Source: an optimization exercise on an open RTL-to-GDS flow (aim: small area, a short achievable clock period and few clock cycles). Production flows keep margins and buffers that such runs may drop. Where RTL was checked, it was by simulation tests only, not by an equivalence proof against the original. Power figures rest on the tool's default switching activity, not on a simulated workload.

run A:
==> flow/design.v (excerpt) <==
module inst_cache #(
  parameter int unsigned INC_BITS = 6
) (
  input  logic        clk,
  input  logic        rst,
  input  logic [15:0] instAddr,
  output logic        hit,
  output logic [15:0] instruction,
  output logic        memReq,
  output logic [15:0] memAddr,
  input  logic [15:0] memData,
  input  logic        memReady
);
Size: roughly 66 cells after synthesis, ~17 flip-flops, roughly 69 I/O pins.
Settings: LEC_CHECK=0, CAP_MARGIN=20, CORE_AREA=3 3 87 87, DIE_AREA=0 0 90 90, SETUP_SLACK_MARGIN=2, SLEW_MARGIN=20; clock period 5.5 ns.
standard.sh (not shown) runs the stock make flow with config.mk's settings and CLKGATE_MAP_FILE= SYNTH_SCRIPT=/design/flow/synth_recipe.tcl, a recipe that flattens the netlist after the stock synthesis.
==> flow/flow/run.sh <==
#!/bin/bash
# Standard ORFS layout, with the port buffers inserted as the smallest plain
# buffer (sky130_fd_sc_hd__buf_1) so the resizer can size them like any other
# buffer.  make's full output goes to flow_make.log.
set -euo pipefail
bash standard.sh "BUFFER_PORTS_ARGS=-buffer_cell sky130_fd_sc_hd__buf_1" finish > flow_make.log 2>&1
In summary, run A completed successfully, with a layout that passed the timing, design-rule and antenna checks.
Testbench counts of run A, summed over its fixed seeds: cycles 33,817.
--- input diff run A..run B ---
# run A
export LEC_CHECK = 0
export CAP_MARGIN = 20
export CORE_AREA = 3 3 87 87
export DIE_AREA = 0 0 90 90
export SETUP_SLACK_MARGIN = 2
export SLEW_MARGIN = 20
create_clock -name core_clock -period 5.5 [get_ports {clk}]
# run B
export LEC_CHECK = 0
export CAP_MARGIN = 20
export CORE_AREA = 3 3 47 47
export DIE_AREA = 0 0 50 50
export SETUP_SLACK_MARGIN = 2
export SLEW_MARGIN = 20
create_clock -name core_clock -period 5.5 [get_ports {clk}]
==> flow/run.sh (new file) <==
#!/bin/bash
# synth_recipe.tcl (not shown) runs the flow's synth.tcl, then flattens the netlist and writes it again
# the make line also repeats each setting of config.mk as NAME=value (left out here)
make -C /OpenROAD-flow-scripts/flow DESIGN_CONFIG=/design/flow/config.mk WORK_HOME=/design/flow/orfs CLKGATE_MAP_FILE= SYNTH_SCRIPT=/design/flow/synth_recipe.tcl finish
removed: flow/flow/run.sh
removed: flow/standard.sh
--- outcome ---
Looking at relative area change from synthesis to final layout, run B sits 6.2 points higher than run A does. Taking run A as the reference, in run B post-route core utilization moved up; total die area moved down; sequential portion of the cell area moved down; overall power consumption moved down; worst setup slack moved up. Per the comparison of run B with run A, via count of the first global-routing pass lost 40; routed length on met2 lost 430 um.
Here is what was changed in the inputs of run C compared with run B.
# run B
export LEC_CHECK = 0
export CAP_MARGIN = 20
export CORE_AREA = 3 3 47 47
export DIE_AREA = 0 0 50 50
export SETUP_SLACK_MARGIN = 2
export SLEW_MARGIN = 20
create_clock -name core_clock -period 5.5 [get_ports {clk}]
# run C
export LEC_CHECK = 0
export ABC_CLOCK_PERIOD_IN_PS = 1000
export CAP_MARGIN = 20
export CORE_AREA = 3 3 87 87
export DIE_AREA = 0 0 90 90
export SETUP_SLACK_MARGIN = 2
export SLEW_MARGIN = 20
create_clock -name core_clock -period 5.5 [get_ports {clk}]
--- outcome ---
Run B ended up with register to register as its type of the tightest min-delay check; run C ended up with primary input to register.
Run C vs run B: final cell count without fillers up by more than half
In run C, global routing met3 resource utilization is lower than in run B.
Changes observed in run C relative to run B: clock network fraction of total power +7.9 points; number of DRC markers after the initial detailed-route iteration +13; post-route worst hold slack +0.094 ns; clock-pin slew reported for the worst setup and hold paths after clock tree synthesis -0.03 ns; global-route met1 utilization -8.7 points.
In the flow results for run C and run B, the worst hold path depth is smaller on run C.
Looking at dominant kind of cell by area, the non-clock buffers result is from run B; the multi-input gates one comes from run C.
Input-level comparison between run D and run C:
# run C
export LEC_CHECK = 0
export ABC_CLOCK_PERIOD_IN_PS = 1000
export CAP_MARGIN = 20
export CORE_AREA = 3 3 87 87
export DIE_AREA = 0 0 90 90
export SETUP_SLACK_MARGIN = 2
export SLEW_MARGIN = 20
create_clock -name core_clock -period 5.5 [get_ports {clk}]
# run D
export LEC_CHECK = 0
export CAP_MARGIN = 20
export CORE_AREA = 3 3 47 47
export DIE_AREA = 0 0 50 50
export SETUP_SLACK_MARGIN = 2.5
export SLEW_MARGIN = 20
create_clock -name core_clock -period 5.5 [get_ports {clk}]
==> notes.md <==
From run C to run D, number of pins with negative max-slew slack in the final report did not move at all. Run C → run D: vias after detailed routing shrank by about 2%, number of cells on the worst hold path grew by 2, global routing met3 resource utilization grew by 3.0 points.


== v14 ==
The RTL this note starts from:
==> flow/design.v <==
module inst_cache #(
  parameter int unsigned INC_BITS = 6
) (
  input  logic        clk,
  input  logic        rst,
  input  logic [15:0] instAddr,
  output logic        hit,
  output logic [15:0] instruction,
  output logic        memReq,
  output logic [15:0] memAddr,
  input  logic [15:0] memData,
  input  logic        memReady
);
  logic [15:0] memAddr_q;
  logic [3:0]  valid_q;
  logic [13:0] lineTag_q;
  logic [15:0] lineData [4];
  logic        cacheHit, fwdHit, fill;
  logic [15:0] nextAddr;
  assign cacheHit    = valid_q[instAddr[1:0]] && (lineTag_q == instAddr[15:2]);
  assign fwdHit      = !rst && memReady && (memAddr_q == instAddr);
  assign fill        = !rst && memReady;
  assign hit         = cacheHit || fwdHit;
  assign instruction = cacheHit ? lineData[instAddr[1:0]] : memData;
  assign memReq      = !rst;
  assign memAddr     = memAddr_q;
  assign nextAddr    = {memAddr_q[15:INC_BITS], memAddr_q[INC_BITS-1:0] + 1'b1};
  always_ff @(posedge clk) begin
    if (!hit)      memAddr_q <= instAddr;
    else if (fill) memAddr_q <= nextAddr;
  end
  always_ff @(posedge clk or posedge rst) begin
    if (rst) begin
      valid_q <= '0;
    end else if (fill) begin
      if (lineTag_q != memAddr_q[15:2]) valid_q <= 4'b0001 << memAddr_q[1:0];
      else                              valid_q[memAddr_q[1:0]] <= 1'b1;
    end
  end
  always_ff @(posedge clk) begin
    if (fill) begin
      lineTag_q                 <= memAddr_q[15:2];
      lineData[memAddr_q[1:0]] <= memData;
    end
  end
endmodule
Settings: LEC_CHECK=0, CAP_MARGIN=20, CORE_AREA=3 3 97 97, DIE_AREA=0 0 100 100, SETUP_SLACK_MARGIN=3, SLEW_MARGIN=20; clock period 5.5 ns.
==> flow/flow/run.sh <==
#!/bin/bash
# Standard ORFS layout, with the port buffers inserted as the smallest plain
# buffer (sky130_fd_sc_hd__buf_1) so the resizer can size them like any other
# buffer.  make's full output goes to flow_make.log; ORFS's per-step logs stay
# under orfs/logs.
set -euo pipefail
bash standard.sh "BUFFER_PORTS_ARGS=-buffer_cell sky130_fd_sc_hd__buf_1" finish > flow_make.log 2>&1
diff inputs: v14 => v22
- clearing SETUP_SLACK_MARGIN, which used to be 3
Results
- Re count of fill cells added during filler insertion: v22 is 7.1% up on v14.
- Measured against each other, v14 and v22 differ in combinational power, the lower figure coming from v22.
- Cell area (v22 over v14): decrease, about 11%
- Setup slack ended up 350 ps lower on v22 than on v14.
diff inputs: v22 => v36
- SETUP_SLACK_MARGIN: unset -> 2
## What came out
- Comparing area growth from synthesis to layout for v36 and v22, the bigger number came from v36.
- Between v36 and v22, the logic gate share of total power is higher for v36.
- v22 has a higher sequential share of cell area than v36.
- Final worst slack ends up higher on v36.
- In the tables for v36 and v22, signal arrival time at the worst endpoint reads higher with v22.
- Comparing v36 and v22, relative slew slack is higher on v22.
- Global-route usage over all layers (lower): v22
- In terms of placed wire-length estimate after detailed placement, v22 and v36 differ only marginally.
- v36 vs. v22: clock period minus worst slack went down by 310 ps.
- Compared with v22, in v36 non-clock buffer count saw an increase, total cell area at the placement stage saw an increase.
Function was not checked in any run of this note: the RTL went through the layout flow alone.

## afterwards: timing with drivers on the ports
How much do the figures lean on ideal ports? The routed layouts below were timed once more, with nothing changed but the port constraints. Step 1, drivers: a clkbuf_16 drives clk and a buf_2 each remaining input, both assumed. Step 2 moves the port delays by t, midway between the first and last clock arrival at a register: inputs arrive t later, outputs are due t later. That takes back most of the time a late clock gives input paths. Slacks: ideal ports / drivers / drivers and shift; pairs: ideal ports / drivers.
run	t, ns	setup slack, ns	hold slack, ns
run A	0.272	1.968 / 1.942 / 1.811	0.634 / 0.633 / 0.905
run B	0.292	2.046 / 2.007 / 2.007	0.859 / 0.859 / 0.859
run C	0.271	2.017 / 1.975 / 1.848	0.952 / 0.969 / 1.240
run D	0.295	2.104 / 2.070 / 2.070	0.829 / 0.829 / 0.829
v14	0.381	1.839 / 1.808 / 1.808	0.492 / 0.492 / 0.492
v22	0.391	1.488 / 1.455 / 1.455	0.488 / 0.488 / 0.488
v36	0.388	1.802 / 1.762 / 1.762	0.479 / 0.479 / 0.479
After both steps setup and hold are still met in every run listed. For run C, which loses most, drivers alone change the setup slack by -0.042 ns; drivers and shift together by -0.169 ns.
